What follows belongs to an exercise in optimizing a design on an open flow for small area, a short achievable clock period and few clock cycles; a production flow would make more cautious choices.
At most, simulation tests tie the RTL to the original design; equivalence was not proved.
Function not checked in runs 1 to 3: the RTL went through the layout flow alone.
Power and IR drop assume default switching activity.

==> flow/design.v <==
package elg_pkg;
	localparam int W = 31;
endpackage
module elgamal_signature_verify_unit (
	input  logic                  clk,
	input  logic                  arst_n,
	input  logic                  cfg_valid,
	output logic                  cfg_ready,
	input  logic [1:0]            cfg_index,
	input  logic [elg_pkg::W-1:0] cfg_data,
	input  logic                  start,
	output logic                  busy,
	input  logic [3*elg_pkg::W-1:0] item,
	output logic                  done,
	output logic [2*elg_pkg::W:0] result
);
	localparam int W    = elg_pkg::W;
	localparam int K    = 3;                      
	localparam int NCYC = (W + 2 + K - 1) / K;    
	localparam int NIT  = NCYC * K;               
	localparam int VW   = W + 1;                  
	localparam int SW   = W + 2;                  
	localparam int XW   = W + 3;                  
	localparam int AXW  = K * (NCYC + 1);         
	localparam int PTOP = W - 1;                  
	localparam int JTOP = PTOP / K;
	localparam int KTOP = PTOP % K;
	localparam int DBL_HI = 2 * NIT - (W - 1);    
	localparam int DBL_LO = 2 * NIT;              
	localparam int I_IDLE = 0;    
	localparam int I_ZERO = 1;    
	localparam int I_R2I  = 2;    
	localparam int I_DBL  = 3;    
	localparam int I_RUN  = 4;    
	localparam int I_PA   = 5;    
	localparam int I_PB   = 6;    
	localparam int I_PC   = 7;    
	localparam int I_MEND = 8;    
	localparam int I_SCAN = 9;    
	localparam int I_FRED = 10;   
	localparam int I_COPY = 11;   
	localparam int I_CMP  = 12;   
	localparam int I_DONE = 13;   
	localparam int I_LYR  = 14;   
	localparam int NST    = 15;
	localparam int O_CG = 0, O_CR = 1, O_CY = 2, O_SQ = 3, O_MUL = 4, O_FIN = 5, O_YR = 6;
	localparam int NOP = 7;
	localparam logic [1:0] A_ACC = 2'd0, A_G = 2'd1, A_Y = 2'd2, A_R = 2'd3;
	localparam int B_ACC = 0, B_T1 = 1, B_T2 = 2, B_T3 = 3, B_ONE = 4;
	localparam int NB = 5;
	localparam int D_ACC = 0, D_T1 = 1, D_T2 = 2, D_T3 = 3;
	logic [W-1:0]  p_q, g_q, y_q;
	logic [W-1:0]  r_q, s_q, m_q;
	logic [VW-1:0] acc_q, t1_q, t2_q, t3_q;
	logic [SW-1:0] sv_q, cv_q;
	logic [VW-1:0] breg_q;        
	logic          first_q;       
	logic [K-1:0]  abits_q;
	logic          ver_q, busy_q, done_q;
	logic [NST-1:0] st_q, st_d;
	logic [NOP-1:0] op_q, op_d;
	logic [1:0]     asel_q, asel_d;
	logic [NB-1:0]  bs_q, bs_d;
	logic [3:0]     dest_q, dest_d;
	logic [4:0]     jcnt_q, jcnt_d;
	logic [1:0]     kcnt_q, kcnt_d;
	logic [6:0]     dcnt_q, dcnt_d;
	logic [4:0]     bcnt_q, bcnt_d;
	logic           one_q, one_d;
	logic           left_q, left_d;
	logic mont;
	assign mont = p_q[0];
	assign cfg_ready = 1'b1;
	assign busy = busy_q;
	assign done = done_q;
	assign result = {ver_q, acc_q[W-1:0], m_q};
	always_ff @(posedge clk or negedge arst_n) begin
		if (!arst_n) begin
			p_q <= W'(23);
			g_q <= W'(5);
			y_q <= W'(1);
		end else if (cfg_valid) begin
			unique case (cfg_index)
				2'd0: p_q <= cfg_data;
				2'd1: g_q <= cfg_data;
				2'd2: y_q <= cfg_data;
				default: ;
			endcase
		end
	end
	logic [VW-1:0] bmux;
	assign bmux = ({VW{bs_q[B_ACC]}} & acc_q) | ({VW{bs_q[B_T1]}} & t1_q) |
		({VW{bs_q[B_T2]}} & t2_q) | ({VW{bs_q[B_T3]}} & t3_q);
	logic [1:0]     asel_eff;
	logic [4:0]     aidx;
	logic [AXW-1:0] asrc;
	logic [K-1:0]   amux;
	always_comb begin
		unique case (asel_eff)
			A_ACC:   asrc = AXW'(acc_q);
			A_G:     asrc = AXW'(g_q);
			A_Y:     asrc = AXW'(y_q);
			default: asrc = AXW'(r_q);
		endcase
		amux = '0;
		for (int j = 0; j <= NCYC; j++)
			if (aidx == 5'(j)) amux = asrc[K*j +: K];
	end
	function automatic logic [NB-1:0] tsel(input logic left, input logic [1:0] bits);
		tsel = '0;
		if (!left || bits == 2'b11) tsel[B_T1] = 1'b1;
		else if (bits == 2'b10) tsel[B_T2] = 1'b1;
		else tsel[B_T3] = 1'b1;
	endfunction
	logic [1:0] ebits, ebits_nx;
	logic       enz, elast;
	assign ebits    = left_q ? {r_q[W-1], s_q[W-1]} : {1'b0, m_q[W-1]};
	assign ebits_nx = left_q ? {r_q[W-2], s_q[W-2]} : {1'b0, m_q[W-2]};
	assign enz   = |ebits;
	assign elast = (bcnt_q == 5'd1);
	logic [SW-1:0] sv_n, cv_n;
	logic [SW:0]   s_t, c_t, xv, yv, s1, c1, s2, c2;
	logic          q;
	always_comb begin
		s_t = first_q ? '0 : {1'b0, sv_q};
		c_t = first_q ? '0 : {1'b0, cv_q};
		for (int i = 0; i < K; i++) begin
			xv = abits_q[i] ? (SW+1)'(breg_q) : '0;
			s1 = s_t ^ c_t ^ xv;
			c1 = ((s_t & c_t) | (s_t & xv) | (c_t & xv)) << 1;
			q  = s1[0];
			yv = q ? (SW+1)'(p_q) : '0;
			s2 = s1 ^ c1 ^ yv;
			c2 = ((s1 & c1) | (s1 & yv) | (c1 & yv)) << 1;
			s_t = s2 >> 1;
			c_t = c2 >> 1;
		end
		sv_n = s_t[SW-1:0];
		cv_n = c_t[SW-1:0];
	end
	logic          sub_q, abit;    
	logic [XW-1:0] ax, ay;
	logic [XW:0]   asum;
	logic [XW-1:0] ares;
	logic [XW-1:0] init_v;
	assign init_v = (mont && p_q[W-1]) ? (XW'(1) << (W-1)) : XW'(1);
	always_comb begin
		ax = ({XW{st_q[I_MEND] | st_q[I_PB] | st_q[I_PC]}} & XW'(sv_q)) |
			({XW{st_q[I_PA] & !first_q}} & XW'({sv_q, 1'b0})) |
			({XW{st_q[I_DBL]}} & XW'({acc_q, 1'b0})) |
			({XW{st_q[I_FRED] & !one_q}} & XW'(acc_q)) |
			XW'(st_q[I_FRED] & one_q) |
			({XW{st_q[I_SCAN] | st_q[I_COPY]}} & XW'(bmux)) |
			({XW{st_q[I_R2I]}} & init_v);
		ay = ({XW{st_q[I_MEND] & mont}} & XW'(cv_q)) |
			({XW{st_q[I_PA] & abit}} & XW'(breg_q)) |
			({XW{sub_q}} & {{(XW-W){1'b1}}, ~p_q});
		asum = (XW+1)'(({1'b0, ax, 1'b1} + {1'b0, ay, sub_q}) >> 1);
		ares = (sub_q && !asum[XW]) ? ax : asum[XW-1:0];
	end
	logic          launch, chain;
	logic [NOP-1:0] l_op;
	logic [1:0]    l_asel;
	logic [NB-1:0] l_bs;
	logic [3:0]    l_dest;
	logic          acc_we, t1_we, t2_we, t3_we, m_we, m_one, rs_sh, m_sh, take;
	logic          adv;       
	always_comb begin
		st_d   = '0;
		op_d   = op_q;
		asel_d = asel_q;
		bs_d   = bs_q;
		dest_d = dest_q;
		jcnt_d = jcnt_q;
		kcnt_d = kcnt_q;
		dcnt_d = dcnt_q;
		bcnt_d = bcnt_q;
		one_d  = one_q;
		left_d = left_q;
		asel_eff = asel_q;
		aidx = jcnt_q + 5'd1;
		launch = 1'b0; chain = 1'b0;
		l_op = '0; l_op[O_SQ] = 1'b1;
		l_asel = A_ACC;
		l_bs = '0; l_bs[B_ACC] = 1'b1;
		l_dest = '0; l_dest[D_ACC] = 1'b1;
		acc_we = 1'b0; t1_we = 1'b0; t2_we = 1'b0; t3_we = 1'b0;
		m_we = 1'b0; m_one = 1'b0;
		take = 1'b0; adv = 1'b0;
		if (st_q[I_IDLE]) begin
			if (start) begin
				take = 1'b1;
				if (p_q == '0) st_d[I_ZERO] = 1'b1;
				else st_d[I_R2I] = 1'b1;
			end else st_d[I_IDLE] = 1'b1;
		end
		if (st_q[I_ZERO]) begin
			acc_we = 1'b1;
			m_we = 1'b1;
			st_d[I_CMP] = 1'b1;
		end
		if (st_q[I_R2I]) begin
			acc_we = 1'b1;
			dcnt_d = p_q[W-1] ? 7'(DBL_HI) : 7'(DBL_LO);
			left_d = 1'b0;
			if (mont) st_d[I_DBL] = 1'b1;
			else begin
				launch = 1'b1;
				l_op = '0; l_op[O_CG] = 1'b1; l_asel = A_G;
				l_dest = '0; l_dest[D_T1] = 1'b1;
			end
		end
		if (st_q[I_DBL]) begin
			acc_we = 1'b1;
			dcnt_d = dcnt_q - 7'd1;
			if (dcnt_q == 7'd1) begin
				launch = 1'b1;
				l_op = '0; l_op[O_CG] = 1'b1; l_asel = A_G;
				l_dest = '0; l_dest[D_T1] = 1'b1;
			end else st_d[I_DBL] = 1'b1;
		end
		if (st_q[I_RUN]) begin
			jcnt_d = jcnt_q + 5'd1;
			if (jcnt_q == 5'(NCYC - 1)) st_d[I_MEND] = 1'b1;
			else st_d[I_RUN] = 1'b1;
		end
		if (st_q[I_RUN] | st_q[I_PC]) begin
			if (op_q[O_SQ]) bs_d = tsel(left_q, ebits);
			else begin bs_d = '0; bs_d[B_ACC] = 1'b1; end
		end
		if (st_q[I_PA]) st_d[I_PB] = 1'b1;
		if (st_q[I_PB]) st_d[I_PC] = 1'b1;
		if (st_q[I_PC]) begin
			if (kcnt_q == 2'd0) begin
				kcnt_d = 2'(K - 1);
				jcnt_d = jcnt_q - 5'd1;
			end else begin
				kcnt_d = kcnt_q - 2'd1;
			end
			aidx = jcnt_d;
			if (jcnt_q == 5'd0 && kcnt_q == 2'd0) st_d[I_MEND] = 1'b1;
			else st_d[I_PA] = 1'b1;
		end
		if (st_q[I_MEND]) begin
			acc_we = dest_q[D_ACC];
			t1_we  = dest_q[D_T1];
			t2_we  = dest_q[D_T2];
			t3_we  = dest_q[D_T3];
			if (op_q[O_CG]) begin
				launch = 1'b1;
				l_op = '0; l_op[O_CR] = 1'b1; l_asel = A_R;
				l_dest = '0; l_dest[D_T3] = 1'b1;
			end
			if (op_q[O_CR]) begin
				launch = 1'b1;
				l_op = '0; l_op[O_CY] = 1'b1; l_asel = A_Y;
				l_dest = '0; l_dest[D_T2] = 1'b1;
			end
			if (op_q[O_CY]) begin
				st_d[I_SCAN] = 1'b1; bcnt_d = 5'(W); one_d = 1'b1; left_d = 1'b0;
				bs_d = tsel(1'b0, {1'b0, m_q[W-1]});
			end
			if (op_q[O_YR]) begin
				st_d[I_SCAN] = 1'b1; bcnt_d = 5'(W); one_d = 1'b1; left_d = 1'b1;
				bs_d = tsel(1'b1, {r_q[W-1], s_q[W-1]});
			end
			if (op_q[O_FIN]) st_d[I_FRED] = 1'b1;
			if (op_q[O_SQ] | op_q[O_MUL]) begin
				launch = 1'b1; chain = 1'b1;
				if (op_q[O_SQ] && enz) begin
					l_op = '0; l_op[O_MUL] = 1'b1;
					l_bs = tsel(left_q, ebits);
				end else if (elast) begin
					l_op = '0; l_op[O_FIN] = 1'b1;
					l_bs = '0; l_bs[B_ONE] = 1'b1;
				end else begin
					adv = 1'b1;
				end
			end
		end
		if (st_q[I_SCAN]) begin
			if (!enz) begin
				if (elast) st_d[I_FRED] = 1'b1;
				else begin
					adv = 1'b1;
					st_d[I_SCAN] = 1'b1;
					bs_d = tsel(left_q, ebits_nx);
				end
			end else begin
				acc_we = 1'b1;
				one_d = 1'b0;
				launch = 1'b1; chain = 1'b1;
				if (elast) begin
					l_op = '0; l_op[O_FIN] = 1'b1;
					l_bs = '0; l_bs[B_ONE] = 1'b1;
				end else begin
					adv = 1'b1;
				end
			end
		end
		if (st_q[I_FRED]) begin
			if (!left_q) begin
				m_we = 1'b1;
				m_one = one_q;
				st_d[I_COPY] = 1'b1;
				bs_d = '0; bs_d[B_T2] = 1'b1;
			end else begin
				acc_we = 1'b1;
				st_d[I_CMP] = 1'b1;
			end
		end
		if (st_q[I_COPY]) begin
			acc_we = 1'b1;
			st_d[I_LYR] = 1'b1;
			bs_d = '0; bs_d[B_T3] = 1'b1;
		end
		if (st_q[I_LYR]) begin
			launch = 1'b1;
			l_op = '0; l_op[O_YR] = 1'b1;
			l_bs = '0; l_bs[B_T3] = 1'b1;
			l_dest = '0; l_dest[D_T1] = 1'b1;
		end
		if (st_q[I_CMP]) st_d[I_DONE] = 1'b1;
		if (st_q[I_DONE]) st_d[I_IDLE] = 1'b1;
		if (adv) bcnt_d = bcnt_q - 5'd1;
		if (launch) begin
			op_d = l_op; asel_d = l_asel; dest_d = l_dest;
			asel_eff = l_asel;
			if (mont) begin
				st_d[I_RUN] = 1'b1;
				jcnt_d = 5'd0;
				aidx = 5'd0;
			end else begin
				st_d[I_PA] = 1'b1;
				jcnt_d = 5'(JTOP);
				kcnt_d = 2'(KTOP);
				aidx = 5'(JTOP);
			end
		end
	end
	assign rs_sh = adv & left_q;
	assign m_sh  = adv & !left_q;
	logic          b_from_sum;
	logic [VW-1:0] breg_d;
	assign b_from_sum = l_bs[B_ACC] & acc_we;
	always_comb begin
		if (l_bs[B_ONE]) breg_d = VW'(1);
		else if (b_from_sum) breg_d = ares[VW-1:0];
		else breg_d = bmux;
	end
	logic [K-1:0] abits_d;
	always_comb begin
		abits_d = amux;
		if (launch && chain)
			abits_d = mont ? ares[K-1:0] : ares[K*JTOP +: K];
	end
	always_ff @(posedge clk or negedge arst_n) begin
		if (!arst_n) begin
			st_q   <= NST'(1) << I_IDLE;
			busy_q <= 1'b0;
			done_q <= 1'b0;
		end else begin
			st_q   <= st_d;
			sub_q  <= st_d[I_DBL] | st_d[I_FRED] | st_d[I_PB] | st_d[I_PC];
			busy_q <= !st_d[I_IDLE];
			done_q <= st_d[I_DONE];
		end
	end
	always_ff @(posedge clk) begin
		op_q   <= op_d;
		asel_q <= asel_d;
		bs_q   <= bs_d;
		dest_q <= dest_d;
		jcnt_q <= jcnt_d;
		kcnt_q <= kcnt_d;
		dcnt_q <= dcnt_d;
		bcnt_q <= bcnt_d;
		one_q  <= one_d;
		left_q <= left_d;
		if (st_q[I_RUN] | st_q[I_PC] | launch) abits_q <= abits_d;
		if (launch) breg_q <= breg_d;
		if (st_q[I_PC] | launch) abit <= abits_d[kcnt_d];
		first_q <= launch;
	end
	always_ff @(posedge clk) begin
		if (take) begin
			r_q <= item[3*W-1:2*W];
			s_q <= item[2*W-1:W];
		end else if (rs_sh) begin
			r_q <= {r_q[W-2:0], 1'b0};
			s_q <= {s_q[W-2:0], 1'b0};
		end
		if (take) m_q <= item[W-1:0];
		else if (m_we) m_q <= m_one ? W'(1) : ares[W-1:0];
		else if (m_sh) m_q <= {m_q[W-2:0], 1'b0};
		if (acc_we) acc_q <= ares[VW-1:0];
		if (t1_we) t1_q <= ares[VW-1:0];
		if (t2_we) t2_q <= ares[VW-1:0];
		if (t3_we) t3_q <= ares[VW-1:0];
		sv_q <= (st_q[I_PA] | st_q[I_PB] | st_q[I_PC]) ? ares[SW-1:0] : sv_n;
		cv_q <= cv_n;
		if (st_q[I_CMP]) ver_q <= (acc_q[W-1:0] == m_q) && (p_q != '0);
	end
endmodule
==> flow/run.sh <==
#!/bin/bash
# synth_recipe.tcl (not shown) runs the flow's synth.tcl, then flattens the netlist and writes it again
# the make line also repeats each setting of config.mk as NAME=value (left out here)
make -C /OpenROAD-flow-scripts/flow DESIGN_CONFIG=/design/flow/config.mk WORK_HOME=/design/flow/orfs CLKGATE_MAP_FILE= SYNTH_SCRIPT=/design/flow/synth_recipe.tcl finish
==> flow/config.mk <==
export PLATFORM = sky130hd
export DESIGN_NAME = elgamal_signature_verify_unit
export DESIGN_NICKNAME = elgamal_signature_verify_unit
export VERILOG_FILES = /design/flow/design.v
export SDC_FILE = /design/flow/constraint.sdc
export NUM_CORES = 4
export LEC_CHECK = 0
export CAP_MARGIN = 20
export CORE_MARGIN = 2
export CORE_UTILIZATION = 40
export SETUP_SLACK_MARGIN = 5
export SLEW_MARGIN = 20
==> flow/constraint.sdc <==
create_clock -name core_clock -period 9.0 [get_ports {clk}]
set_input_delay 1.8000 -clock core_clock [delete_from_list [all_inputs] [get_ports {clk}]]
set_output_delay 1.8000 -clock core_clock [all_outputs]
set_load 0.01 [all_outputs]
==> impl_results.md, run 1 <==
* Worst skew pair latency at 630 ps
* H-tree depth at 2
* Clock buffer depth at 3
* Synth Area in Adders at 14.8%
* Top achievable clock speed at 0.202 GHz
* Post-synthesis async set-or-reset flop share at 23.0%
* Fraction of synthesized cell area in xor and xnor cells at 2.16%
* HP Class: register to register
* P_leak at 0.0158 uW
* Unrepaired setup endpoints after global routing: yes
* Mapped Nets at roughly 3300
* Final HPWL DP at between 70 and 80 mm
* Worst Setup End Kind: register
* Setup TNS at 0 ps
* CP max FO at 8
* Drt via density at roughly 6.0
* Clock Sinks at between 400 and 500
* Mapped Area at 0.0301 mm2
* Cells after Synth at 2922
* CP Data Required Time at 9510 ps
* Global route overflow at 0
* Root Driver: clkbuf_16
* Worst R2R Start: abits_q[0]
* Core area at around 0.074 mm2
* Metal-1 WL at 49.4 mm
* Buffers on Ports at 194
* Most frequent cells in the layout: nand2_1, edfxtp_1, buf_4, clkdlybuf4s50_1, inv_1
* GRT Overall Usage at between 30% and 40%
* Share of layout cells above drive strength 1 at between 20% and 30%
* Power per cell area at 431 mW/mm2
* CTS tree: built
* Met2 routed WL at roughly 52 mm
* Routed WL at 121 mm
* TritonCTS Buffers at 52
* Synth Register Bits at around 470
* Post-synthesis mux area share at under 10%
* Worst R2R Setup Slack at 4050 ps
* Status: timing/DRC/antenna clean
* Initial Util at 40.4%
* First-pass GRT wire length at about 170 mm
* Site Rows at 100
* Synth Area in Compound Gates at 12.2%
* Antenna Violating Nets Remaining at 0
* Die area at 0.0774 mm2
* Worst R2R End: sv_q[29]
* Layout area overhead at 32.1%
* Clock Skew at 23.4 ps
* Yosys cell types at 102
* Drt initial violations at 3960
* Residual DRC at 0
* Synth Area per Inst at a little over 10 um2
* Worst setup path startpoint: abits_q[0]
* Drt wl/cell at 28.0 um
* Largest family of logic cells by synthesized area: simple AND/OR/NAND/NOR gates
* Post-synth EDFFs at 282
* Io pins at 196
* RD Place Congestion at 0.992
* Nets at ~3700
* Met3 WL post-DR at 12.6 mm
* Critical path destination: sv_q[29]
* Chip width at 278 um
* Most common cell after layout, fill and taps aside: nand2_1
* Top Layer Used: met4
* Period utilisation layout at 55.0%
* Seq/Total Area, Yosys at a little over two fifths
* First-pass iteration count of the detailed router at 8
* Fin. max-slew vios at 0
* Final setup vio count at 0
* Worst slew pin tran at roughly 1200 ps
* Clock transition at path regs at 70 ps
* Largest net degree at the start of global routing at 97
* Top_reg_cell synth: edfxtp_1
* Worst IR Drop VDD at 698 uV
* Crit start category: register
* Simple-gate share of the synthesized area at ~17%
* Die Y at 278 um
* Vias at 25800
* Post-route minimum period at 4950 ps
* Final Hold Vio Count at 0
* Final core occ at 53.4%
* Critical path type: register to register
* Initial antenna violation count at 2
* Yosys warns at 1
* Max-cap viol count at 0
* R2r worst-path depth at 15
* Vias in the first global route at 24900
* Worst Min Path Start: st_q[12]
* Slew Limit Headroom at 19.7%
* Data arrival time of the worst path at 5460 ps
-- flip-flops by register name (all words and copies together), names as in the netlist, 32 cells and up --
signal	flops
acc_q	32
breg_q	32
cv_q	33
sv_q	33
t1_q	32
t2_q	32
t3_q	32
-- worst max-delay path, stage by stage (launching register included) --
cell	delay [ps]
edfxtp_1	440
buf_12	160
and2_4	130
fa_2	560
buf_12	110
nand2_4	40
fa_1	580
fa_2	450
nand2b_4	160
fa_1	560
fa_2	510
buf_12	170
buf_16	160
nor2b_4	110
fa_2	420
mux2_4	270
-- routing by layer --
metal  global-route usage, %  vias to the layer above
li1                        -                    10900
met3                    4.97                      301
met5                       0                        -
met4                    13.7                        0
met1                    43.2                    12900
met2                    44.7                     1633
-- how the worst min path moves through the flow --
stage / depth (start not counted) / end / slack (ps)
after global placement: 0 / st_q[13] / 390
final: 0 / st_q[13] / 420
after CTS: 0 / st_q[13] / 430
after detailed placement: 0 / st_q[13] / 420
after floorplan: 0 / st_q[13] / 360
after global routing: 0 / st_q[13] / 440
-- where the power goes --
part,switching (uW),internal [uW],total [uW],leakage (uW)
combinational,6100,5510,11600,0.0107
sequential,327,2790,3120,0.00420
clock,965,1430,2400,0.000922
-- stage by stage --
step,total power [uW],hold slack [ps],worst slack (ps),instance area [um2],instances
2_1_floorplan,9720,362,4230,30200,2922
3_3_place_gp,11800,392,2750,32800,3943
3_5_place_dp,12300,421,2670,32800,3943
4_1_cts,16600,430,4150,38300,4240
5_1_grt,18700,444,3960,39700,4325
6_report,17100,421,4050,39700,4327
-- kinds of logic after synthesis --
logic type	count (synthesis)
AOI/OAI and AO/OA	511
xor gates and xnor gates	74
adders and majority gates	242
buffers and inverters	388
DFF	473
muxes	149
other	1
and+or+nand+nor	1084
-- cells in the mapped netlist (37+ instances only) --
cell / instances / area share, %
xor2_1: 46 / 1.3
nand2b_1: 46 / 0.96
o21ai_0: 76 / 1.3
nand2_1: 470 / 5.9
nor3_1: 58 / 0.97
dfrtp_1: 101 / 8.4
clkbuf_1: 124 / 1.5
a21oi_1: 95 / 1.6
mux2_2: 110 / 4.1
a22oi_1: 100 / 2.5
inv_1: 195 / 2.4
fa_1: 189 / 13
and2_1: 79 / 1.6
nor2_1: 181 / 2.3
nand3_1: 49 / 0.82
edfxtp_1: 282 / 28
ha_1: 53 / 2.2
dfxtp_1: 82 / 5.5
nor2b_1: 98 / 2.0
mux2i_1: 37 / 1.2
-- what timing repair did --
| item | CTS | global route |
|---|---|---|
| endpoints found under the setup margin | 269 | 259 |
| hold buffers | 0 | 0 |
| endpoints found under the hold margin | 0 | 0 |
| buffers inserted | 183 | 82 |
| resized for setup | 384 | 152 |
| pin swaps | 133 | 135 |
| gates cloned | 16 | 2 |
-- area by class of cell --
cell class              instances  area, um2
diodes                          2       5.00
clock buffers                  67       1410
clock inverters                31        490
fillers                      6270      34700
inverters                     198        787
multi-input cells            2066      17700
flip-flops and latches        473      12900
well taps                     969       1210
repair buffers                520       5280
repair inverters                1       7.51
==> inputs of run 2 (changes only) <==
--- a/flow/config.mk
+++ b/flow/config.mk
@@ -10,3 +10,2 @@
 export CORE_UTILIZATION = 40
-export SETUP_SLACK_MARGIN = 5
 export SLEW_MARGIN = 20
==> run 2 against run 1 <==
Still clean on timing, DRC and antenna. Clock skew decreased by 5.2 ps. Fmax decreased by 20%. Core utilization decreased by 6.9 points. Count of clock-buffer cells in the layout increased by 3. Combinational power decreased by 16%. Final area decreased by 13%. Sequential power decreased by 2%. Hold slack improved by 7.6 ps. Area after synthesis unchanged. Flip-flop and latch count unchanged. Register-to-register slack got worse by 1200 ps. First-iteration DRC count decreased by 15%. Critical path type unchanged. Largest power group unchanged. Highest routed layer is now met5.
==> impl_results.md, run 2 <==
* Mapped Area at 0.0301 mm2 (unchanged)
* Seq/Total Area, Yosys at 42.7% (unchanged)
* Chip width at 278 um (unchanged)
* Mapped Nets at 3294 (unchanged)
* Fin. max-slew vios at 0 (unchanged)
* Residual DRC at 0 (unchanged)
* Hold path depth at 0 (unchanged)
* Worst slew pin tran at 1070 ps (-131 ps)
* H-tree depth at 2 (unchanged)
* Post-CTS Hold Buffers at 0 (unchanged)
* Power per cell area at 437 mW/mm2 (+1.3%)
* Logic gate share of total power at 64.5% (-3.3 points)
* Max-cap viol count at 0 (unchanged)
* Setup bufs post-CTS at 0 (-100%)
* Root Driver: clkbuf_16
* Final instance area at 0.0346 mm2 (-13%)
* Resized cells post-CTS at 0 (-100%)
* Post-synth EDFFs at 282 (unchanged)
* Synth Register Bits at 473 (unchanged)
* R2r worst-path depth at 19 (+4)
* Drt initial violations at 3366 (-15%)
* Vias at 23800 (-7.7%)
* TritonCTS Buffers at 52 (unchanged)
* Top achievable clock speed at 0.161 GHz (-20%)
* Worst IR Drop VDD at 535 uV (-23%)
* Core area at 0.0744 mm2 (unchanged)
* Top-area cell type share of the netlist area at 28.2% (unchanged)
* P_leak at 0.0138 uW (-13%)
* Final core occ at 46.4% (-6.9 points)
* Setup WS pre-CTS at 2550 ps (-123 ps)
* Final HPWL DP at 80.5 mm (+1.1%)
* Area of the multi-input gates at 0.0156 mm2 (-12%)
* Clock buffer depth at 3 (unchanged)
* Cells after Synth at 2922 (unchanged)
* CP most frequent cell: buf_4
* Sequential power share at 20.3% (+2.1 points)
* CP max FO at 35 (+27)
* Final Hold Vio Count at 0 (unchanged)
* Final setup vio count at 0 (unchanged)
* First-pass iteration count of the detailed router at 9 (+1)
* Clock Skew at 18.1 ps (-5.22 ps)
* Worst Path Buf+Inv at 4 (unchanged)
* Io pins at 196 (unchanged)
* Worst Setup End Kind: register
* Fillers at 6897 (+10%)
* Drt via density at 5.89 (-1.3%)
* Clk pwr share at 15.2% (+1.2 points)
* HP Class: register to register
* Synth Area per Inst at 10.3 um2 (unchanged)
* Sw Share at 44.5% (+1.3 points)
* Total power at 15100 uW (-12%)
* Reg area at 0.0128 mm2 (-0.16%)
* Clock Sinks at 473 (unchanged)
* Buffers on Ports at 194 (unchanged)
* Yosys warns at 1 (unchanged)
* Top_reg_cell synth: edfxtp_1
* Top cells by area, synth: edfxtp_1, fa_1, dfrtp_1
* Unrepaired setup endpoints after global routing: no
* Most common cell after layout, fill and taps aside: nand2_1
* Top-count cell post-synth: nand2_1
* Setup TNS at 0 ps (unchanged)
* Setup ws final at 2800 ps (-1250 ps)
* Slew Limit Headroom at 28.3% (+8.7 points)
* Highest-delay cell along the critical path: dfxtp_2
* Int Power at 8390 uW (-14%)
* Post-route minimum period at 6200 ps (+1250 ps)
* Routed WL at 111 mm (-8.4%)
* Yosys cell types at 102 (unchanged)
* Die Y at 278 um (unchanged)
* RD Place Congestion at 0.976 (-1.6%)
* Nets at 3403 (-7.6%)
* Global route overflow at 0 (unchanged)
* Drt wl/cell at 27.4 um (-2.0%)
* First-pass GRT wire length at 162 mm (-5.5%)
* Initial antenna violation count at 5 (+3)
* CP top delay family: compound AO/OA/AOI/OAI gates
* Worst path max stage delay at 730 ps (+150 ps)
* Post-synthesis async set-or-reset flop share at 23.0% (unchanged)
* Share of layout cells above drive strength 1 at 9.99% (-16 points)
* Critical path depth at 19 (+4)
* Critical path cell sequence: buf_4 > nor2b_2 > buf_4 > a222oi_1 > nand2_1 > a21oi_1 > inv_1 > ha_1 > o21ai_0 > o21ai_1 > a221oi_1 > o32ai_2 > nand4_2 > a21bo_2 > nand2_1 > buf_4 > mux2_2 > a221oi_1 > nor2_1
* Regs by FF count: cv_q x33, sv_q x33
* Layout area overhead at 15.0%
* Antenna Violating Nets Remaining at 0 (unchanged)
* Vias in the first global route at 23800 (-4.2%)
* Critical path type: register to register
* Data arrival time of the worst path at 6560 ps (+1100 ps)
* CP Data Required Time at 9360 ps (-150 ps)
* Die area at 0.0774 mm2 (unchanged)
* CTS tree: built
* Placed cell area at 0.0327 mm2 (-0.20%)
* Worst skew pair latency at 620 ps (about the same)
* Period utilisation layout at 68.9% (+14 points)
* Clock transition at path regs at 60 ps (about the same)
* Yosys top cell by area: edfxtp_1
* Status: timing/DRC/antenna clean
* Switch Pwr at 6720 uW (-9.2%)
* Initial Util at 40.4% (unchanged)
* Site Rows at 100 (unchanged)
* Largest net degree at the start of global routing at 97 (unchanged)
* Crit start category: register
* Most frequent cells in the layout: nand2_1, edfxtp_1, inv_1, clkdlybuf4s50_1, fa_1
* GRT Overall Usage at 28.5% (-1.7 points)
* Synth top cells by count: nand2_1, edfxtp_1, inv_1, fa_1, nor2_1
[run 2: cell count changes in the layout (fill, tap and decap cells not counted), sizes merged, moves of 2 or more]
cell,change
inv,+4
diode,+3
clkinv,+2
clkbuf,+2
bufinv,-4
bufbuf,-5
nand2,-3
clkinvlp,-7
buf,-269
[run 2: power groups by stage]
stage,clock [uW],combinational (uW),sequential (uW)
floorplan,0,6610,2930
global placement,0,9160,3090
detailed placement,0,9510,3090
CTS,2320,9760,3050
global route,2400,11200,3070
finish,2300,9740,3070
[run 2: final timing paths]
kind,start,end,slack (ps)
setup / recovery,first_q,m_q[22],2800
hold / removal,st_q[12],st_q[13],430
setup reg to reg,first_q,m_q[22],2800
hold reg to reg,st_q[12],st_q[13],430
max in group asynchronous,arst_n,p_q[1],6750
min in group asynchronous,arst_n,y_q[2],1160
[run 2: per-layer routing]
metal | part of all wire, % | GRT usage, % | vias up
met1 | 42 | 39.8 | 12000
met4 | 4.6 | 12.0 | 2
li1 | - | - | 10400
met5 | 0.013 | 0 | -
met3 | 11 | 6.66 | 190
met2 | 43 | 42.3 | 1295
[run 2: worst register-to-register path, cell delays in order (launching register included)]
cell and delay [ps]:
dfxtp_2 730, buf_4 470, nor2b_2 90, buf_4 270
a222oi_1 350, nand2_1 90, a21oi_1 160, inv_1 100
ha_1 380, o21ai_0 140, o21ai_1 300, a221oi_1 180
o32ai_2 440, nand4_2 240, a21bo_2 260, nand2_1 510
buf_4 400, mux2_2 470, a221oi_1 310, nor2_1 70
[run 2: area by class of cell]
cell class | instances | area share, %
clock buffers | 70 | 4.26
clock inverters | 27 | 0.974
multi-input cells | 2061 | 45.1
flip-flops and latches | 473 | 37.2
repair buffers | 245 | 6.77
inverters | 198 | 2.17
well taps | 969 | 3.51
diodes | 5 | 0.0362
[run 2: logic make-up (layout without fill, tap and decap cells)]
| group | Yosys count | count (layout) | share of synthesized area (%) |
|---|---|---|---|
| AO/OA/AOI/OAI | 511 | 511 | 12.2 |
| XOR/XNOR | 74 | 74 | 2.16 |
| adder cells (fa/ha/maj) | 242 | 242 | 14.8 |
| buffers and inverters | 388 | 540 | 5.54 |
| flip-flops | 473 | 473 | 42.7 |
| multiplexers | 149 | 149 | 5.46 |
| other | 1 | 6 | 0.0125 |
| AND/OR/NAND/NOR | 1084 | 1084 | 17.1 |
[run 2: metrics by stage]
step                      hold WS (ps)  instances
after CTS                          434       4042
after global placement             384       3945
after detailed placement           400       3945
final                              429       4048
after floorplan                    362       2922
after global routing               435       4043
==> inputs of run 3 (changes only) <==
--- a/flow/config.mk
+++ b/flow/config.mk
@@ -9,3 +9,5 @@
 export CORE_MARGIN = 2
-export CORE_UTILIZATION = 40
+export CORE_UTILIZATION = 60
+export SETUP_SLACK_MARGIN = 5
 export SLEW_MARGIN = 20
+export TNS_END_PERCENT = 5
==> run 3 against run 2 <==
Setup slack better by 1400 ps. Via count is 3.2% higher. Synthesized cell count stayed put. Final cell count is 6.3% lower. Area after synthesis stayed put. Clock power is 5% lower. Power is 1.2% higher. Hold slack worse by 8.1 ps. Count of clock-buffer cells in the layout is 3 lower. Critical path type unchanged. Critical endpoint is now sv_q[18].
==> impl_results.md, run 3 <==
* Yosys warns at 1 (unchanged)
* Power per cell area at 434 mW/mm2 (-0.65%)
* Yosys top cell by area: edfxtp_1
* Die Y at 228 um (-18%)
* Highest-delay cell along the critical path: fa_2
* Hold path depth at 0 (unchanged)
* HP Class: register to register
* Core area at 0.0498 mm2 (-33%)
* Crit start category: register
* Setup TNS at 0 ps (unchanged)
* Worst Setup End Kind: register
* Chip width at 228 um (-18%)
* Worst R2R Setup Slack at 4190 ps (+1390 ps)
* Top achievable clock speed at 0.208 GHz (+29%)
* H-tree depth at 2 (unchanged)
* Placed cell count at 3643 (-7.7%)
* Worst skew pair latency at 630 ps (about the same)
* Critical path type: register to register
* Unrepaired setup endpoints after global routing: yes
* Data arrival time of the worst path at 5280 ps (-1280 ps)
* Final HPWL DP at 74.3 mm (-7.8%)
* Top-area cell type share of the netlist area at 28.2% (unchanged)
* Max-cap viol count at 0 (unchanged)
* Drt wl/cell at 27.9 um (+1.8%)
* Share of layout cells above drive strength 1 at 13.6% (+3.6 points)
* Top_reg_cell synth: edfxtp_1
* Top cells by area, synth: edfxtp_1, fa_1, dfrtp_1
* Final setup vio count at 0 (unchanged)
* Clock Skew at 30.3 ps (+12.2 ps)
* Post-CTS Hold Buffers at 0 (unchanged)
* GRT Overall Usage at 40.6% (+12 points)
* Vias at 24600 (+3.2%)
* Final Hold Vio Count at 0 (unchanged)
* Routed WL at 106 mm (-4.6%)
* Drt initial violations at 3514 (+4.4%)
* Mapped Nets at 3294 (unchanged)
* Hold EP: st_q[13]
* Buffers on Ports at 194 (unchanged)
* Post-synth EDFFs at 282 (unchanged)
* Synth Register Bits at 473 (unchanged)
* Fin. max-slew vios at 0 (unchanged)
* Cells after Synth at 2922 (unchanged)
* TritonCTS Buffers at 50 (-3.8%)
* Worst Min Path Start: st_q[12]
* Status: timing/DRC/antenna clean
* Worst slew pin tran at 992 ps (-81.7 ps)
* Initial antenna violation count at 4 (-1)
* Vias in the first global route at 23800 (+0.038%)
* Synth Area per Inst at 10.3 um2 (unchanged)
* Nets at 3448 (+1.3%)
* Slew Limit Headroom at 33.8% (+5.5 points)
* First-pass GRT wire length at 156 mm (-4.0%)
* Residual DRC at 0 (unchanged)
* Final core occ at 70.7% (+24 points)
* Yosys cell types at 102 (unchanged)
* Critical path cell sequence: buf_12 > and2_4 > fa_2 > buf_12 > nand2_4 > fa_1 > fa_2 > nand2b_4 > fa_1 > fa_2 > buf_12 > nor2b_2 > fa_1 > nor2_2 > a21oi_1
* Root Driver: clkbuf_16
* Most frequent cells in the layout: nand2_1, edfxtp_1, inv_1, clkdlybuf4s50_1, fa_1
* RD Place Congestion at 0.981 (+0.47%)
* Post-route minimum period at 4810 ps (-1390 ps)
* CTS tree: built
* P_leak at 0.0142 uW (+2.5%)
* Mapped Area at 0.0301 mm2 (unchanged)
* Worst R2R End: sv_q[18]
* Drt via density at 6.48 (+10%)
* Site Rows at 82 (-18%)
* Antenna Violating Nets Remaining at 0 (unchanged)
* First-pass iteration count of the detailed router at 8 (-1)
* Global route overflow at 0 (unchanged)
* Post-synthesis async set-or-reset flop share at 23.0% (unchanged)
* Worst IR Drop VDD at 612 uV (+14%)
* Seq/Total Area, Yosys at 42.7% (unchanged)
* Most common cell after layout, fill and taps aside: nand2_1
* Period utilisation layout at 53.5% (-15 points)
* Fillers at 3722 (-46%)
* Layout area overhead at 17.1%
* R2r worst-path depth at 15 (-4)
* Worst path max stage delay at 660 ps (-70 ps)
* Clock buffer depth at 3 (unchanged)
* Io pins at 196 (unchanged)
* CP Data Required Time at 9460 ps (+100 ps)
* Clock Sinks at 473 (unchanged)
* Clock transition at path regs at 60 ps (about the same)
* Largest net degree at the start of global routing at 97 (unchanged)
* Die area at 0.0519 mm2 (-33%)
* CP max FO at 8 (-77%)
* Synth top cells by count: nand2_1, edfxtp_1, inv_1, fa_1, nor2_1
* Worst R2R Start: abits_q[0]
* Post-route insts no fill at 3794 (-6.3%)
* Regs by FF count: cv_q x33, sv_q x33
* Initial Util at 60.4% (+20 points)
* Top-count cell post-synth: nand2_1
-- run 3: cell count changes in the layout (fill, tap and decap cells not counted), sizes merged --
cell	previous run	this run
bufbuf	0	4
diode	5	4
buf	52	93
inv	198	201
clkinvlp	3	2
and2	80	81
bufinv	7	5
clkbuf	70	68
-- run 3: where the power goes --
group | internal [uW] | total (uW) | switching, uW | leakage, uW
sequential | 2790 | 3110 | 318 | 0.00420
clock | 1250 | 2180 | 939 | 0.000837
combinational | 4590 | 9980 | 5390 | 0.00911
-- run 3: area by class of cell --
class / count / area [um2] / share of cell area, %
inverter: 198 / 751 / 2.13
multi-input combinational: 2062 / 16100 / 45.6
clock buffer: 67 / 1400 / 3.96
timing repair buffer: 291 / 2960 / 8.41
tap: 672 / 841 / 2.39
clock inverter: 27 / 324 / 0.920
antenna: 4 / 10.0 / 0.0284
sequential: 473 / 12900 / 36.5
-- run 3: kinds of logic after synthesis --
kind of cell             after synthesis  synth area share (%)
AO/OA/AOI/OAI                        511                  12.2
XOR/XNOR                              74                  2.16
adder cells (fa/ha/maj)              242                  14.8
buffers and inverters                388                  5.54
flip-flops                           473                  42.7
multiplexers                         149                  5.46
other                                  1                0.0125
AND/OR/NAND/NOR                     1084                  17.1
-- run 3: worst max-delay path by stage --
stage | start | endpoint | slack, ps | cells past startpoint
after floorplan | first_q | sv_q[29] | 4230 | 16
after global placement | abits_q[0] | sv_q[23] | 2870 | 14
after detailed placement | abits_q[0] | sv_q[23] | 2600 | 14
after CTS | abits_q[0] | sv_q[17] | 4210 | 16
after global routing | abits_q[0] | sv_q[5] | 4080 | 15
final | abits_q[0] | sv_q[18] | 4190 | 15
-- run 3: routing by layer --
metal	global-route usage, %	wire [um]	up-vias	part of all wire [%]
met5	0	13	-	0.012
met4	18.9	5700	2	5.4
met3	11.8	14900	237	14
met2	56.8	43800	1770	41
met1	58.5	41500	12100	39
li1	-	-	10500	-
-- run 3: worst max-delay path: cells and delay by family (launching register included) --
family	cells	cell delay, ps
AO/OA/AOI/OAI	1	60
adder cells (fa/ha/maj)	6	3170
buffers and inverters	3	440
flip-flops	1	430
AND/OR/NAND/NOR	5	550
-- run 3: repair_timing --
item	in CTS	in global routing
gates cloned	6	1
setup endpoints to repair	260	260
gates resized for setup	59	73
pin swaps	15	17
buffers inserted	23	23
-- run 3: through the flow --
step | hold WS, ps | area, um2 | worst slack (ps) | power [uW]
after CTS | 419 | 34700 | 4210 | 15200
after global routing | 418 | 35200 | 4080 | 16800
after floorplan | 362 | 30100 | 4230 | 9710
after global placement | 410 | 32300 | 2870 | 11400
final | 421 | 35200 | 4190 | 15300
after detailed placement | 402 | 32300 | 2600 | 12200
==> inputs of run 4 (changes only) <==
--- a/flow/design.v
+++ b/flow/design.v
@@ -43,4 +43,3 @@
 	localparam int I_DONE = 13;   
-	localparam int I_LYR  = 14;   
-	localparam int NST    = 15;
+	localparam int NST    = 14;
 	localparam int O_CG = 0, O_CR = 1, O_CY = 2, O_SQ = 3, O_MUL = 4, O_FIN = 5, O_YR = 6;
@@ -55,4 +54,2 @@
 	logic [SW-1:0] sv_q, cv_q;
-	logic [VW-1:0] breg_q;        
-	logic          first_q;       
 	logic [K-1:0]  abits_q;
@@ -92,3 +89,3 @@
 	assign bmux = ({VW{bs_q[B_ACC]}} & acc_q) | ({VW{bs_q[B_T1]}} & t1_q) |
-		({VW{bs_q[B_T2]}} & t2_q) | ({VW{bs_q[B_T3]}} & t3_q);
+		({VW{bs_q[B_T2]}} & t2_q) | ({VW{bs_q[B_T3]}} & t3_q) | VW'(bs_q[B_ONE]);
 	logic [1:0]     asel_eff;
@@ -124,6 +121,6 @@
 	always_comb begin
-		s_t = first_q ? '0 : {1'b0, sv_q};
-		c_t = first_q ? '0 : {1'b0, cv_q};
+		s_t = {1'b0, sv_q};
+		c_t = {1'b0, cv_q};
 		for (int i = 0; i < K; i++) begin
-			xv = abits_q[i] ? (SW+1)'(breg_q) : '0;
+			xv = abits_q[i] ? (SW+1)'(bmux) : '0;
 			s1 = s_t ^ c_t ^ xv;
@@ -140,3 +137,3 @@
 	end
-	logic          sub_q, abit;    
+	logic          sub_q, abit;
 	logic [XW-1:0] ax, ay;
@@ -145,2 +142,3 @@
 	logic [XW-1:0] init_v;
+	assign abit   = abits_q[kcnt_q];
 	assign init_v = (mont && p_q[W-1]) ? (XW'(1) << (W-1)) : XW'(1);
@@ -148,3 +146,3 @@
 		ax = ({XW{st_q[I_MEND] | st_q[I_PB] | st_q[I_PC]}} & XW'(sv_q)) |
-			({XW{st_q[I_PA] & !first_q}} & XW'({sv_q, 1'b0})) |
+			({XW{st_q[I_PA]}} & XW'({sv_q, 1'b0})) |
 			({XW{st_q[I_DBL]}} & XW'({acc_q, 1'b0})) |
@@ -155,3 +153,3 @@
 		ay = ({XW{st_q[I_MEND] & mont}} & XW'(cv_q)) |
-			({XW{st_q[I_PA] & abit}} & XW'(breg_q)) |
+			({XW{st_q[I_PA] & abit}} & XW'(bmux)) |
 			({XW{sub_q}} & {{(XW-W){1'b1}}, ~p_q});
@@ -226,6 +224,2 @@
 		end
-		if (st_q[I_RUN] | st_q[I_PC]) begin
-			if (op_q[O_SQ]) bs_d = tsel(left_q, ebits);
-			else begin bs_d = '0; bs_d[B_ACC] = 1'b1; end
-		end
 		if (st_q[I_PA]) st_d[I_PB] = 1'b1;
@@ -313,7 +307,3 @@
 			acc_we = 1'b1;
-			st_d[I_LYR] = 1'b1;
-			bs_d = '0; bs_d[B_T3] = 1'b1;
-		end
-		if (st_q[I_LYR]) begin
-			launch = 1'b1;
+			launch = 1'b1; chain = 1'b1;
 			l_op = '0; l_op[O_YR] = 1'b1;
@@ -326,3 +316,3 @@
 		if (launch) begin
-			op_d = l_op; asel_d = l_asel; dest_d = l_dest;
+			op_d = l_op; asel_d = l_asel; bs_d = l_bs; dest_d = l_dest;
 			asel_eff = l_asel;
@@ -342,10 +332,2 @@
 	assign m_sh  = adv & !left_q;
-	logic          b_from_sum;
-	logic [VW-1:0] breg_d;
-	assign b_from_sum = l_bs[B_ACC] & acc_we;
-	always_comb begin
-		if (l_bs[B_ONE]) breg_d = VW'(1);
-		else if (b_from_sum) breg_d = ares[VW-1:0];
-		else breg_d = bmux;
-	end
 	logic [K-1:0] abits_d;
@@ -380,5 +362,2 @@
 		if (st_q[I_RUN] | st_q[I_PC] | launch) abits_q <= abits_d;
-		if (launch) breg_q <= breg_d;
-		if (st_q[I_PC] | launch) abit <= abits_d[kcnt_d];
-		first_q <= launch;
 	end
@@ -399,4 +378,9 @@
 		if (t3_we) t3_q <= ares[VW-1:0];
-		sv_q <= (st_q[I_PA] | st_q[I_PB] | st_q[I_PC]) ? ares[SW-1:0] : sv_n;
-		cv_q <= cv_n;
+		if (launch) begin
+			sv_q <= '0;
+			cv_q <= '0;
+		end else begin
+			sv_q <= (st_q[I_PA] | st_q[I_PB] | st_q[I_PC]) ? ares[SW-1:0] : sv_n;
+			cv_q <= cv_n;
+		end
 		if (st_q[I_CMP]) ver_q <= (acc_q[W-1:0] == m_q) && (p_q != '0);
--- a/flow/config.mk
+++ b/flow/config.mk
@@ -9,5 +9,4 @@
 export CORE_MARGIN = 2
-export CORE_UTILIZATION = 60
+export CORE_UTILIZATION = 40
 export SETUP_SLACK_MARGIN = 5
 export SLEW_MARGIN = 20
-export TNS_END_PERCENT = 5
==> run 4 against run 3 <==
Still clean on timing, DRC and antenna. Clock power shrank 5%. Final cell count grew 4.2%. Fmax shrank 8.2%. Combinational power is essentially flat. Flip-flop and latch count shrank 34. Power shrank 0.85%. Hold slack gained 36 ps. Largest power group unchanged.
==> impl_results.md, run 4 <==
* Synth Register Bits at 439 (-7.2%)
* Final setup vio count at 0 (unchanged)
* Nets at 3347 (-2.9%)
* Worst slew pin tran at 1040 ps (+43.1 ps)
* Core area at 0.0698 mm2 (+40%)
* Global route overflow at 0 (unchanged)
* Status: timing/DRC/antenna clean
* Unrepaired setup endpoints after global routing: yes
* Post-route minimum period at 5240 ps (+428 ps)
* CP max FO at 6 (-2)
* ANT cells at 0 (-4)
* Clock transition at path regs at 60 ps (about the same)
* CP top delay family: adder cells
* Clock Sinks at 439 (-7.2%)
* CP Data Required Time at 9520 ps (+60 ps)
* Drt wl/cell at 24.7 um (-12%)
* Worst IR Drop VDD at 431 uV (-30%)
* Io pins at 196 (unchanged)
* Die Y at 269 um (+18%)
* Drt initial violations at 2412 (-31%)
* Post-CTS Hold Buffers at 0 (unchanged)
* Sw Share at 40.4% (-3.2 points)
* Top-area cell type share of the netlist area at 26.6% (-1.6 points)
* Sequential power share at 18.5% (-1.9 points)
* Cells after Synth at 2728 (-6.6%)
* Largest net degree at the start of global routing at 63 (-35%)
* Logic gate share of total power at 67.8% (+2.4 points)
* Crit start category: register
* Yosys cell types at 88 (-14%)
* Slew Limit Headroom at 30.0% (-3.8 points)
* Placed cell count at 3719 (+2.1%)
* Root Driver: clkbuf_16
* Initial antenna violation count at 3 (-1)
* Post-synth EDFFs at 249 (-12%)
* Vias in the first global route at 22800 (-4.2%)
* Worst R2R Setup Slack at 3760 ps (-430 ps)
* Worst path max stage delay at 590 ps (-70 ps)
* Switch Pwr at 6120 uW (-8.0%)
* H-tree depth at 2 (unchanged)
* Setup TNS at 0 ps (unchanged)
* Regs by FF count: cv_q x33, sv_q x33
* Clock buffer depth at 3 (unchanged)
* Period utilisation layout at 58.2% (+4.8 points)
* Critical path cell sequence: buf_12 > a222oi_1 > nand2_2 > and2_4 > fa_2 > nand2_2 > fa_1 > fa_1 > nand2b_4 > fa_1 > fa_2 > buf_12 > buf_12 > buf_12 > nor2b_4 > fa_1 > nor2_1 > a211oi_1
* Top achievable clock speed at 0.191 GHz (-8.2%)
* Worst Setup End Kind: register
* Mapped Area at 0.0281 mm2 (-6.4%)
* Yosys warns at 1 (unchanged)
* Synth Area per Inst at 10.3 um2 (+0.21%)
* First-pass iteration count of the detailed router at 8 (unchanged)
* Yosys top cell by area: edfxtp_1
* Max-cap viol count at 0 (unchanged)
* Residual DRC at 0 (unchanged)
* Layout area overhead at 24.9%
* Top_reg_cell synth: edfxtp_1
* P_leak at 0.0143 uW (+1.2%)
* Antenna Violating Nets Remaining at 0 (unchanged)
* Drt via density at 5.70 (-12%)
* Top cells by area, synth: edfxtp_1, fa_1, dfrtp_1
* Mapped Nets at 3100 (-5.9%)
* Synth top cells by count: nand2_1, edfxtp_1, inv_1, fa_1, and2_1
* CTS tree: built
* Die area at 0.0725 mm2 (+40%)
* Data arrival time of the worst path at 5760 ps (+480 ps)
* Total power at 15100 uW (-0.85%)
* Routed WL at 97.5 mm (-7.9%)
* Critical path type: register to register
* Worst Path Buf+Inv at 4 (+1)
* Most common cell after layout, fill and taps aside: nand2_1
* Post-route insts no fill at 3955 (+4.2%)
* Chip width at 269 um (+18%)
* Post-synthesis async set-or-reset flop share at 24.6% (+1.6 points)
* Site Rows at 97 (+18%)
* Clk pwr share at 13.7% (-0.6 points)
* Most frequent cells in the layout: nand2_1, edfxtp_1, clkdlybuf4s50_1, inv_1, fa_1
* Initial Util at 40.3% (-20 points)
* Fin. max-slew vios at 0 (unchanged)
* GRT Overall Usage at 26.5% (-14 points)
* Int Power at 9030 uW (+4.7%)
* Worst skew pair latency at 610 ps (-20 ps)
* Power per cell area at 431 mW/mm2 (-0.63%)
* Highest-delay cell along the critical path: fa_2
* Final Hold Vio Count at 0 (unchanged)
* Share of layout cells above drive strength 1 at 19.9% (+6.3 points)
* First-pass GRT wire length at 146 mm (-6.5%)
* HP Class: register to register
* RD Place Congestion at 0.922 (-5.9%)
* Seq/Total Area, Yosys at 42.1% (-0.67 points)
* Vias at 22500 (-8.4%)
* TritonCTS Buffers at 51 (+2.0%)
* Clock Skew at 29.1 ps (-1.20 ps)
* Top-count cell post-synth: nand2_1
* Fillers at 6256 (+68%)
* Hold Slack at 457 ps (+35.8 ps)
* Buffers on Ports at 194 (unchanged)
* Final HPWL DP at 67.4 mm (-9.2%)
==> run 4: cell types whose count changed in the layout (fill, tap and decap cells not counted), sizes merged, moves of 17 or more <==
| cell | previous run | this run |
|---|---|---|
| nand2 | 470 | 504 |
| a221oi | 26 | 1 |
| and2 | 81 | 116 |
| nor2b | 98 | 71 |
| nor2 | 183 | 78 |
| nor3 | 60 | 29 |
| o21ai | 92 | 75 |
| nand3 | 49 | 69 |
| a221o | 4 | 35 |
| edfxtp | 282 | 249 |
| a22oi | 101 | 81 |
| a21oi | 95 | 78 |
| buf | 93 | 176 |
==> run 4: final cells by class <==
type	count	area [um2]	share of cell area, %
repair buffers	372	3920	11.1
clock inverters	32	283	0.805
inverters	208	792	2.25
multi-input cells	1903	15800	44.8
well taps	940	1180	3.35
clock buffers	61	1360	3.86
flip-flops and latches	439	11900	33.7
==> run 4: layer usage <==
layer / track usage (%) / vias to the layer above / share of wire [%]
met2: 40.6 / 1091 / 45
li1: - / 9941 / -
met3: 5.99 / 163 / 9.1
met4: 7.70 / 2 / 2.8
met5: 0 / - / 0.0092
met1: 37.4 / 11300 / 44
==> run 4: power groups by stage <==
stage | clock network, uW | registers, uW | logic [uW]
6_report | 2070 | 2800 | 10300
5_1_grt | 2190 | 2830 | 11600
4_1_cts | 2110 | 2790 | 9680
3_5_place_dp | 0 | 2830 | 8260
3_3_place_gp | 0 | 2830 | 7960
2_1_floorplan | 0 | 2750 | 6660
==> run 4: repair_timing <==
item,4_1_cts,5_1_grt
cloned,11,0
setup buffers,99,30
endpoints found under the setup margin,228,228
pin swaps,57,47
gates resized for setup,178,71
==> run 4: final timing paths <==
check	endpoint	from	depth (start not counted)
max	sv_q[16]	bs_q[1]	18
min reg2reg	done_q	st_q[12]	0
min	done_q	st_q[12]	0
min in group asynchronous	st_q[2]	arst_n	1
max in group asynchronous	st_q[0]	arst_n	3
max reg2reg	sv_q[16]	bs_q[1]	18
==> run 4: cell families after synthesis <==
family                     count (synthesis)  synth area share [%]
other                                      1                0.0133
xor gates and xnor gates                  71                  2.21
muxes                                    132                  5.24
DFF                                      439                  42.1
and+or+nand+nor                         1004                  17.0
buffers and inverters                    390                  5.92
AOI/OAI and AO/OA                        449                  11.7
adders and majority gates                242                  15.8
==> run 4: metrics by stage <==
step           instance area [um2]  setup WS [ps]  utilization, %
6_report                     35100           3760            50.3
5_1_grt                      35100           3630            50.3
4_1_cts                      34600           3760            49.5
3_5_place_dp                 31100           2570            44.6
3_3_place_gp                 31100           2650            44.6
2_1_floorplan                28700           3920               -
Testbench counts of run 4, summed over its fixed seeds: cycles 360,292.
==> inputs of run 5 (changes only) <==
--- a/flow/design.v
+++ b/flow/design.v
@@ -43,3 +43,4 @@
 	localparam int I_DONE = 13;   
-	localparam int NST    = 14;
+	localparam int I_LYR  = 14;   
+	localparam int NST    = 15;
 	localparam int O_CG = 0, O_CR = 1, O_CY = 2, O_SQ = 3, O_MUL = 4, O_FIN = 5, O_YR = 6;
@@ -54,2 +55,4 @@
 	logic [SW-1:0] sv_q, cv_q;
+	logic [VW-1:0] breg_q;        
+	logic          e_q;           
 	logic [K-1:0]  abits_q;
@@ -89,3 +92,3 @@
 	assign bmux = ({VW{bs_q[B_ACC]}} & acc_q) | ({VW{bs_q[B_T1]}} & t1_q) |
-		({VW{bs_q[B_T2]}} & t2_q) | ({VW{bs_q[B_T3]}} & t3_q) | VW'(bs_q[B_ONE]);
+		({VW{bs_q[B_T2]}} & t2_q) | ({VW{bs_q[B_T3]}} & t3_q);
 	logic [1:0]     asel_eff;
@@ -117,23 +120,47 @@
 	assign elast = (bcnt_q == 5'd1);
+	localparam int TW = SW + K;
 	logic [SW-1:0] sv_n, cv_n;
-	logic [SW:0]   s_t, c_t, xv, yv, s1, c1, s2, c2;
-	logic          q;
+	logic          e_n;
+	logic [TW-1:0] pp0, pp1, pp2, mm0, mm1, mm2;
+	logic [TW-1:0] x1, y1, x2, y2, x3, y3, x4, y4, x5, y5, xf, yf;
+	logic [2:0]    qq, qu;
+	logic          qb0, qh1, qg1, qh2, qg2, qhh, qc1, qc2;
+	function automatic logic [2*TW-1:0] csa(input logic [TW-1:0] a, b, c);
+		logic [TW-1:0] s, cy;
+		s  = a ^ b ^ c;
+		cy = ((a & b) | (a & c) | (b & c)) << 1;
+		csa = {s, cy};
+	endfunction
 	always_comb begin
-		s_t = {1'b0, sv_q};
-		c_t = {1'b0, cv_q};
-		for (int i = 0; i < K; i++) begin
-			xv = abits_q[i] ? (SW+1)'(bmux) : '0;
-			s1 = s_t ^ c_t ^ xv;
-			c1 = ((s_t & c_t) | (s_t & xv) | (c_t & xv)) << 1;
-			q  = s1[0];
-			yv = q ? (SW+1)'(p_q) : '0;
-			s2 = s1 ^ c1 ^ yv;
-			c2 = ((s1 & c1) | (s1 & yv) | (c1 & yv)) << 1;
-			s_t = s2 >> 1;
-			c_t = c2 >> 1;
-		end
-		sv_n = s_t[SW-1:0];
-		cv_n = c_t[SW-1:0];
+		pp0 = abits_q[0] ? TW'(breg_q) : '0;
+		pp1 = (abits_q[1] ? TW'({breg_q, 1'b0}) : '0) | TW'(e_q);
+		pp2 = abits_q[2] ? TW'({breg_q, 2'b0}) : '0;
+		qb0 = abits_q[0] & breg_q[0];
+		qh1 = sv_q[0] ^ cv_q[0];
+		qg1 = sv_q[0] & cv_q[0];
+		qh2 = e_q ^ qb0;
+		qg2 = e_q & qb0;
+		qhh = qh1 | qh2;
+		qq[0] = qh1 ^ qh2;
+		qc1 = qhh ^ qg1 ^ qg2;
+		qc2 = (qhh & qg1) | (qhh & qg2) | (qg1 & qg2);
+		qu = 3'(sv_q[1]) + 3'(cv_q[1]) + 3'(abits_q[0] & breg_q[1]) + 3'(abits_q[1] & breg_q[0]) +
+			3'(qq[0] & p_q[1]) + 3'(qc1);
+		qq[1] = qu[0];
+		qq[2] = sv_q[2] ^ cv_q[2] ^ (abits_q[0] & breg_q[2]) ^ (abits_q[1] & breg_q[1]) ^
+			(abits_q[2] & breg_q[0]) ^ (qq[0] & p_q[2]) ^ (qq[1] & !p_q[1]) ^ qu[1] ^ qc2;
+		mm0 = qq[0] ? TW'(p_q) : '0;
+		mm1 = qq[1] ? TW'({p_q, 1'b0}) : '0;
+		mm2 = qq[2] ? TW'({p_q, 2'b0}) : '0;
+		{x1, y1} = csa(TW'(sv_q), TW'(cv_q), pp0);
+		{x2, y2} = csa(x1, y1, pp1);
+		{x3, y3} = csa(x2, y2, pp2);
+		{x4, y4} = csa(x3, y3, mm0);
+		{x5, y5} = csa(x4, y4, mm1);
+		{xf, yf} = csa(x5, y5, mm2);
+		e_n  = |(xf[2:0] | yf[2:0]);
+		sv_n = xf[K +: SW];
+		cv_n = yf[K +: SW];
 	end
-	logic          sub_q, abit;
+	logic          sub_q, abit;    
 	logic [XW-1:0] ax, ay;
@@ -142,3 +169,2 @@
 	logic [XW-1:0] init_v;
-	assign abit   = abits_q[kcnt_q];
 	assign init_v = (mont && p_q[W-1]) ? (XW'(1) << (W-1)) : XW'(1);
@@ -153,5 +179,5 @@
 		ay = ({XW{st_q[I_MEND] & mont}} & XW'(cv_q)) |
-			({XW{st_q[I_PA] & abit}} & XW'(bmux)) |
+			({XW{st_q[I_PA] & abit}} & XW'(breg_q)) |
 			({XW{sub_q}} & {{(XW-W){1'b1}}, ~p_q});
-		asum = (XW+1)'(({1'b0, ax, 1'b1} + {1'b0, ay, sub_q}) >> 1);
+		asum = (XW+1)'(({1'b0, ax, 1'b1} + {1'b0, ay, sub_q | (st_q[I_MEND] & mont & e_q)}) >> 1);
 		ares = (sub_q && !asum[XW]) ? ax : asum[XW-1:0];
@@ -224,2 +250,6 @@
 		end
+		if (st_q[I_RUN] | st_q[I_PC]) begin
+			if (op_q[O_SQ]) bs_d = tsel(left_q, ebits);
+			else begin bs_d = '0; bs_d[B_ACC] = 1'b1; end
+		end
 		if (st_q[I_PA]) st_d[I_PB] = 1'b1;
@@ -307,3 +337,7 @@
 			acc_we = 1'b1;
-			launch = 1'b1; chain = 1'b1;
+			st_d[I_LYR] = 1'b1;
+			bs_d = '0; bs_d[B_T3] = 1'b1;
+		end
+		if (st_q[I_LYR]) begin
+			launch = 1'b1;
 			l_op = '0; l_op[O_YR] = 1'b1;
@@ -316,3 +350,3 @@
 		if (launch) begin
-			op_d = l_op; asel_d = l_asel; bs_d = l_bs; dest_d = l_dest;
+			op_d = l_op; asel_d = l_asel; dest_d = l_dest;
 			asel_eff = l_asel;
@@ -332,2 +366,10 @@
 	assign m_sh  = adv & !left_q;
+	logic          b_from_sum;
+	logic [VW-1:0] breg_d;
+	assign b_from_sum = l_bs[B_ACC] & acc_we;
+	always_comb begin
+		if (l_bs[B_ONE]) breg_d = VW'(1);
+		else if (b_from_sum) breg_d = ares[VW-1:0];
+		else breg_d = bmux;
+	end
 	logic [K-1:0] abits_d;
@@ -362,2 +404,4 @@
 		if (st_q[I_RUN] | st_q[I_PC] | launch) abits_q <= abits_d;
+		if (launch) breg_q <= breg_d;
+		if (st_q[I_PC] | launch) abit <= abits_d[kcnt_d];
 	end
@@ -381,2 +425,3 @@
 			cv_q <= '0;
+			e_q  <= 1'b0;
 		end else begin
@@ -384,2 +429,3 @@
 			cv_q <= cv_n;
+			e_q  <= e_n;
 		end
--- a/flow/config.mk
+++ b/flow/config.mk
@@ -9,4 +9,5 @@
 export CORE_MARGIN = 2
-export CORE_UTILIZATION = 40
+export CORE_UTILIZATION = 60
 export SETUP_SLACK_MARGIN = 5
 export SLEW_MARGIN = 20
+export TNS_END_PERCENT = 5
==> run 5 against run 4 <==
Highest routed layer is now met4. Global-route usage up 14 points. Final cell count down 2.7%. Setup slack gained 790 ps. Register-to-register slack better by 790 ps. Final area grew 4.0%. Die area shrank 29%. Synthesized cell count rose by 6.5%. Clock power grew 9%. Critical path depth fell by 2. First-iteration DRC count is 50% higher. Non-clock buffer count fell by 4. Power grew 4.9%.
==> impl_results.md, run 5 <==
* Status: timing/DRC/antenna clean
* Critical path destination: m_q[12]
* CP Data Required Time at 9350 ps (-170 ps)
* Clock buffer depth at 3 (unchanged)
* First-pass GRT wire length at 150 mm (+3.3%)
* Critical path cell sequence: nor2b_4 > buf_12 > a222oi_1 > nand3_2 > ha_4 > a2111o_1 > a211o_1 > o21ai_4 > nand4_4 > and4_4 > or2_4 > clkbuf_16 > o21ai_4 > inv_2 > a221oi_2 > nor2_1
* Final Hold Vio Count at 0 (unchanged)
* Yosys warns at 1 (unchanged)
* Critical path type: register to register
* HP Class: register to register
* Residual DRC at 0 (unchanged)
* Die area at 0.0514 mm2 (-29%)
* Synth Register Bits at 473 (+7.7%)
* Clock Skew at 29.4 ps (+0.230 ps)
* Worst setup path startpoint: st_q[10]
* Post-synthesis async set-or-reset flop share at 23.0% (-1.6 points)
* Synth Area per Inst at 10.3 um2 (-0.55%)
* Top-area cell type share of the netlist area at 28.4% (+1.9 points)
* Vias at 25100 (+11%)
* Antenna Violating Nets Remaining at 0 (unchanged)
* Routed WL at 106 mm (+9.0%)
* Nets at 3520 (+5.2%)
* Top cells by area, synth: edfxtp_1, fa_1, dfrtp_1
* Final core occ at 74.7% (+24 points)
* Core area at 0.0490 mm2 (-30%)
* Top-count cell post-synth: nand2_1
* Clock Sinks at 473 (+7.7%)
* Worst Setup End Kind: register
* Worst skew pair latency at 620 ps (about the same)
* Max-cap viol count at 0 (unchanged)
* Site Rows at 81 (-16%)
* Regs by FF count: cv_q x33, sv_q x33
* Initial antenna violation count at 1 (-2)
* Period utilisation layout at 49.5% (-8.8 points)
* Mapped Area at 0.0298 mm2 (+5.9%)
* H-tree depth at 2 (unchanged)
* CP max FO at 8 (+2)
* Worst Path Buf+Inv at 3 (-1)
* Worst IR Drop VDD at 682 uV (+58%)
* Drt initial violations at 3627 (+50%)
* Drt wl/cell at 27.6 um (+12%)
* Highest-delay cell along the critical path: a222oi_1
* Layout area overhead at 22.7%
* Fin. max-slew vios at 0 (unchanged)
* RD Place Congestion at 0.952 (+3.2%)
* R2r worst-path depth at 16 (-2)
* Initial Util at 60.8% (+21 points)
* Unrepaired setup endpoints after global routing: yes
* Most common cell after layout, fill and taps aside: nand2_1
* Worst R2R End: m_q[12]
* Power per cell area at 435 mW/mm2 (+0.85%)
* Die Y at 227 um (-16%)
* Fillers at 3366 (-46%)
* Total power at 15900 uW (+4.9%)
* Data arrival time of the worst path at 4800 ps (-960 ps)
* CP most frequent cell: o21ai_4
* CTS tree: built
* Setup TNS at 0 ps (unchanged)
* Largest net degree at the start of global routing at 98 (+56%)
* Seq/Total Area, Yosys at 43.1% (+1.1 points)
* Top_reg_cell synth: edfxtp_1
* TritonCTS Buffers at 52 (+2.0%)
* Most frequent cells in the layout: nand2_1, edfxtp_1, clkdlybuf4s50_1, nor2_1, fa_1
* Critical path depth at 16 (-2)
* Post-synth EDFFs at 282 (+13%)
* Area of the multi-input gates at 0.0166 mm2 (+5.3%)
* Final HPWL DP at 71.1 mm (+5.5%)
* Synth top cells by count: nand2_1, edfxtp_1, nor2_1, fa_1, inv_1
* Reg area at 0.0129 mm2 (+8.5%)
* Drt via density at 6.52 (+14%)
* Slew Limit Headroom at 19.1% (-11 points)
* Yosys cell types at 90 (+2.3%)
* Worst path max stage delay at 450 ps (-140 ps)
* CP top delay family: compound AO/OA/AOI/OAI gates
* Clock transition at path regs at 60 ps (about the same)
* GRT Overall Usage at 40.2% (+14 points)
* Buffers on Ports at 194 (unchanged)
* Global route overflow at 0 (unchanged)
* Share of layout cells above drive strength 1 at 18.7% (-1.2 points)
* Crit start category: register
* Vias in the first global route at 23900 (+4.7%)
* Chip width at 227 um (-16%)
* Worst R2R Setup Slack at 4550 ps (+790 ps)
* Worst slew pin tran at 1210 ps (+174 ps)
* Io pins at 196 (unchanged)
* P_leak at 0.0151 uW (+5.4%)
* First-pass iteration count of the detailed router at 7 (-1)
* Cells after Synth at 2904 (+6.5%)
* Yosys top cell by area: edfxtp_1
* Final setup vio count at 0 (unchanged)
* Post-route minimum period at 4450 ps (-789 ps)
* Mapped Nets at 3286 (+6.0%)
* Top achievable clock speed at 0.225 GHz (+18%)
* Worst R2R Start: st_q[10]
* Root Driver: clkbuf_16
## run 5: cell count changes in the layout (fill, tap and decap cells not counted), sizes merged, moves of 29 or more
cell | previous run | this run
nor2 | 78 | 194
a221oi | 1 | 30
and2 | 116 | 155
edfxtp | 249 | 282
a221o | 35 | 2
nor2b | 71 | 8
nand2b | 43 | 8
## run 5: final cells by class
class	count	share of cell area (%)
clock buffer	65	3.92
multi-input combinational	2048	45.4
timing repair buffer	368	10.2
sequential	473	35.2
inverter	195	2.02
tap	664	2.27
antenna	2	0.0137
clock inverter	33	1.03
## run 5: worst min path at each step
stage / start / to / slack, ps / depth (start not counted)
2_1_floorplan: st_q[5] / st_q[6] / 350 / 0
3_3_place_gp: st_q[12] / st_q[13] / 400 / 0
3_5_place_dp: st_q[12] / st_q[13] / 390 / 0
4_1_cts: st_q[12] / st_q[13] / 410 / 0
5_1_grt: st_q[12] / st_q[13] / 410 / 0
6_report: st_q[12] / st_q[13] / 400 / 0
## run 5: where the power goes
part / total, uW / leakage [uW] / switching, uW / internal [uW]
logic: 10500 / 0.0101 / 5340 / 5140
registers: 3160 / 0.00417 / 383 / 2780
clock network: 2250 / 0.000864 / 936 / 1310
total: 15900 / 0.0151 / 6660 / 9230
## run 5: cell families (layout without fill, tap and decap cells)
logic type      count (synthesis)  after routing  synth area share, %
flops                         473            473                 43.1
buf+inv                       385            661                 5.45
mux                           130            130                 4.93
xor+xnor                       79             80                 2.32
other cells                     1              3               0.0126
compound gates                504            504                 12.2
simple gates                 1080           1081                 16.5
fa+ha+maj                     252            252                 15.4
## run 5: timing repair
action,in CTS,in global routing
setup endpoints to repair,260,255
hold buffers,0,0
endpoints found under the hold margin,0,0
setup buffers,63,49
gates resized for setup,137,154
cloned,8,8
pin swaps,55,56
## run 5: per-stage QoR
step / instances / area [um2] / hold WS (ps) / worst slack [ps]
after floorplan: 2904 / 29900 / 352 / 4630
after global placement: 3620 / 32100 / 405 / 3560
after detailed placement: 3620 / 32100 / 389 / 3460
after CTS: 3789 / 35200 / 406 / 4720
after global routing: 3846 / 36500 / 410 / 4490
final: 3848 / 36500 / 405 / 4550
## run 5: per-layer routing
layer,wire length [um],up-vias,track usage [%]
li1,-,10600,-
met1,40500,12400,57.2
met2,44400,1824,56.6
met3,14900,306,10.1
met4,6540,0,21.7
met5,0,-,0
Testbench counts of run 5, summed over its fixed seeds: cycles 360,580.

Setup slack of run 5, layout unchanged: 4.546 ns with ideal ports, 4.546 ns with driving cells assumed (clock clkbuf_16, inputs buf_2), 4.546 ns with port delays also shifted by the 0.667 ns mid clock arrival.
